From an optimization exercise on the open Yosys and OpenROAD flow, aimed at a short achievable clock period and few clock cycles; shortcuts taken in it are not production practice. Where RTL was checked, it was by simulation tests only, not by an equivalence proof against the original. Power and IR drop assume default switching activity.

==> flow/design.v (excerpt) <==
module rv_slice_top (
    input  logic        clk,
    input  logic        rst_n,
    input  logic [11:0] paddr,
    input  logic        psel,
    input  logic        penable,
    input  logic        pwrite,
    input  logic [31:0] pwdata,
    output logic [31:0] prdata,
    output logic        pready,
    output logic        pslverr
);
    logic [31:0] regs [1:31];
    logic [31:0] pc;
    logic        pcu_v, pcu_take;
    logic [31:0] pcu_tgt, pcu_p4, pc_nx;
    assign pc_nx = pcu_v ? (pcu_take ? pcu_tgt : pcu_p4) : pc;
    logic [31:0] wb_d;
    logic [31:1] wb_we;
    logic [31:0] regs_nx [1:31];
    always_comb
        for (int i = 1; i < 32; i++) regs_nx[i] = wb_we[i] ? wb_d : regs[i];
    logic [31:0] ins;
    logic [31:0] rs1_v, rs2_v, rdp_v;
    logic [6:0]  opc;
    logic [2:0]  f3;
    logic [6:0]  f7;
    logic        d_lui, d_auipc, d_jal, d_jalr, d_br, d_opi, d_op, d_legal, d_alu;
    logic        is_instr, read_ok;
    assign ins = pwdata;
    assign opc = ins[6:0];
    assign f3  = ins[14:12];
    assign f7  = ins[31:25];
    logic [32*32-1:0] rf_flat;    
    always_comb begin
        rf_flat[31:0] = 32'd0;
        for (int i = 1; i < 32; i++) rf_flat[32*i +: 32] = regs_nx[i];
    end
    assign rs1_v = rf_flat[32*ins[19:15] +: 32];
    assign rs2_v = rf_flat[32*ins[24:20] +: 32];
    assign rdp_v = rf_flat[32*paddr[6:2] +: 32];
    assign d_lui   = opc == 7'b0110111;
    assign d_auipc = opc == 7'b0010111;
    assign d_jal   = opc == 7'b1101111;
    assign d_jalr  = opc == 7'b1100111 && f3 == 3'b000;
    assign d_br    = opc == 7'b1100011 && f3[2:1] != 2'b01;
    assign d_opi   = opc == 7'b0010011 &&
                     (f3 == 3'b001 ? f7 == 7'h00 :
                      f3 == 3'b101 ? (f7 == 7'h00 || f7 == 7'h20) : 1'b1);
    assign d_op    = opc == 7'b0110011 &&
                     (f7 == 7'h00 || (f7 == 7'h20 && (f3 == 3'b000 || f3 == 3'b101)));
    assign d_legal = d_lui | d_auipc | d_jal | d_jalr | d_br | d_opi | d_op;
    assign is_instr = paddr == 12'h084;
    assign read_ok  = (paddr[11:7] == 5'd0 && paddr[1:0] == 2'b00) || paddr == 12'h080;
    logic c_alu, c_br;
    assign c_alu = opc[4] & ~opc[2];             
    assign c_br  = opc[6] & ~opc[2];             
  ...
Size in the first run: about 7100 cells after synthesis, ~1300 flip-flops.
export LEC_CHECK = 0
export ABC_CLOCK_PERIOD_IN_PS = 1000
export CAP_MARGIN = 20
export CORE_MARGIN = 2
export CORE_UTILIZATION = 30
export PLACE_DENSITY = 0.4
export SETUP_SLACK_MARGIN = 5
export SLEW_MARGIN = 20
create_clock -name core_clock -period 12.0 [get_ports {clk}]
standard.sh (not shown) runs the stock make flow with config.mk's settings and CLKGATE_MAP_FILE= SYNTH_SCRIPT=/design/flow/synth_recipe.tcl, a recipe that flattens the netlist after the stock synthesis.
==> flow/flow/run.sh <==
#!/bin/bash
# Standard ORFS layout (the standard.sh, standard synthesis), with the
# timing repair steps asked to reach a larger setup margin than the flow
# settings allow, so that repair keeps sizing the design for speed.
set -euo pipefail
cd "$(dirname "$0")/.."
MARGIN=$(cat flow/margin.txt)
bash standard.sh SETUP_SLACK_MARGIN="$MARGIN" finish > flow_make.log 2>&1
==> flow/flow/margin.txt <==
8.6
Testbench counts at the start, summed over its fixed seeds: cycles 48,000.
Change:
ABC_CLOCK_PERIOD_IN_PS = 1500   (was 1000)
CORE_UTILIZATION = 36   (was 30)
PLACE_DENSITY = 0.45   (was 0.4)
The new run passed the timing, design-rule and antenna checks.
Final cell count drops by about 7%.
Final area is lower by about 3.2%.
Setup slack improved by 0.036 ns.
Die area goes down by about 17%.
Hold slack gets better by 0.033 ns.
Total power falls by about 1.1%.
Via count falls by 1.8%.
Routed wire length falls by 7.8%.
Synthesized area stays the same.

== run A ==
Another version of the RTL of rv_slice_top (not shown whole).
Size: ~7200 cells after synthesis, ~83000 um2 of cells after synthesis.
## rv_slice_top
module rv_slice_top (
    input  logic        clk,
    input  logic        rst_n,
    input  logic [11:0] paddr,
    input  logic        psel,
    input  logic        penable,
    input  logic        pwrite,
    input  logic [31:0] pwdata,
    output logic [31:0] prdata,
    output logic        pready,
    output logic        pslverr
);
    logic [31:0] regs [1:31];
    logic [31:0] pc;
    logic        pcu_v, pcu_take;
    logic [31:0] pcu_tgt, pcu_p4, pc_nx;
    assign pc_nx = pcu_v ? (pcu_take ? pcu_tgt : pcu_p4) : pc;
    logic [31:0] wb_d;
    logic [31:1] wb_we;
    logic [31:0] regs_nx [1:31];
    always_comb
        for (int i = 1; i < 32; i++) regs_nx[i] = wb_we[i] ? wb_d : regs[i];
    logic [31:0] ins;
    logic [31:0] rs1_v, rs2_v, rdp_v;
    logic [6:0]  opc;
    logic [2:0]  f3;
    logic [6:0]  f7;
    logic        d_lui, d_auipc, d_jal, d_jalr, d_br, d_opi, d_op, d_legal, d_alu;
  ...
export LEC_CHECK = 0
export ABC_CLOCK_PERIOD_IN_PS = 1500
export CAP_MARGIN = 20
export CORE_MARGIN = 2
export CORE_UTILIZATION = 36
export CTS_CLUSTER_DIAMETER = 120
export CTS_CLUSTER_SIZE = 24
export PLACE_DENSITY = 0.45
export SETUP_SLACK_MARGIN = 5
export SLEW_MARGIN = 20
create_clock -name core_clock -period 12.0 [get_ports {clk}]
Scripts as last shown in full above: flow/flow/run.sh, flow/flow/margin.txt
Edits applied to the flow inputs when going from run A to run B:
# run A
export LEC_CHECK = 0
export ABC_CLOCK_PERIOD_IN_PS = 1500
export CAP_MARGIN = 20
export CORE_MARGIN = 2
export CORE_UTILIZATION = 36
export CTS_CLUSTER_DIAMETER = 120
export CTS_CLUSTER_SIZE = 24
export PLACE_DENSITY = 0.45
export SETUP_SLACK_MARGIN = 5
export SLEW_MARGIN = 20
create_clock -name core_clock -period 12.0 [get_ports {clk}]
# run B
export LEC_CHECK = 0
export ABC_CLOCK_PERIOD_IN_PS = 1500
export CAP_MARGIN = 20
export CORE_MARGIN = 2
export CORE_UTILIZATION = 36
export PLACE_DENSITY = 0.45
export SETUP_SLACK_MARGIN = 5
export SLEW_MARGIN = 20
create_clock -name core_clock -period 12.0 [get_ports {clk}]
==> comparison <==
- Lower layout cell share with drive strength beyond 1 goes to run A over run B.
- Summary of run B over run A: sequential power share went down 9.5 points; routed length on met1 lower.
Setup changes, run B to run C
# run B
export LEC_CHECK = 0
export ABC_CLOCK_PERIOD_IN_PS = 1500
export CAP_MARGIN = 20
export CORE_MARGIN = 2
export CORE_UTILIZATION = 36
export PLACE_DENSITY = 0.45
export SETUP_SLACK_MARGIN = 5
export SLEW_MARGIN = 20
create_clock -name core_clock -period 12.0 [get_ports {clk}]
# run C
export LEC_CHECK = 0
export ABC_CLOCK_PERIOD_IN_PS = 1500
export CAP_MARGIN = 20
export CORE_MARGIN = 2
export CORE_UTILIZATION = 40
export PLACE_DENSITY = 0.5
export SETUP_SLACK_MARGIN = 5
export SLEW_MARGIN = 20
create_clock -name core_clock -period 12.0 [get_ports {clk}]
--- outcome ---
Worst hold slack: run C better than run B. Lower proportion of layout cells with a drive suffix above 1 was reported by run B, not run C. In the tables for run B and run C, power reads higher with run B. Non-clock buffer count in run C is about 16% above run B. Looking at run B and run C, the sequential share of layout area is a wash. Core box area is lower on run C. Run B -> run C: sum of routed wire segments on met1 decreased by a few percent.
No functional check of the RTL was part of any run of this note.

==> separate check: timing with driven ports <==
The results above use ideal ports. As a check the final layouts listed here were re-extracted and re-timed, cells and wires unchanged. Step 1 sets driving cells, clkbuf_16 on the clock port and buf_2 on the other inputs (assumed; they add their load-dependent delay and slew). Step 2 times the ports against the registers' clock, not the clock port: input delays grow and output delays shrink by t, the midpoint of the rising clock arrivals with the driver on. Three values: ideal ports, drivers, drivers and shift; two values: the first two.
run | shift t [ns] | setup WS [ns] | latest minus earliest clock arrival (ns) | slew at the worst register clock pin (ns)
the first run of note 1 | 0.943 | 8.143 / 8.044 / 7.179 | 0.090 / 0.090 | 0.07 / 0.07
the second run of note 1 | 0.937 | 8.179 / 8.089 / 7.152 | 0.066 / 0.066 | 0.07 / 0.07
run A | 0.835 | 8.222 / 8.052 / 7.217 | 0.068 / 0.068 | 0.12 / 0.12
run B | 0.938 | 8.141 / 8.053 / 7.245 | 0.057 / 0.057 | 0.07 / 0.07
run C | 0.934 | 8.160 / 8.065 / 7.132 | 0.056 / 0.055 | 0.07 / 0.07
After both steps setup and hold are still met in every run listed. The setup slack of run C, which loses most, moves by -0.095 ns with the drivers and by -1.028 ns with both steps.
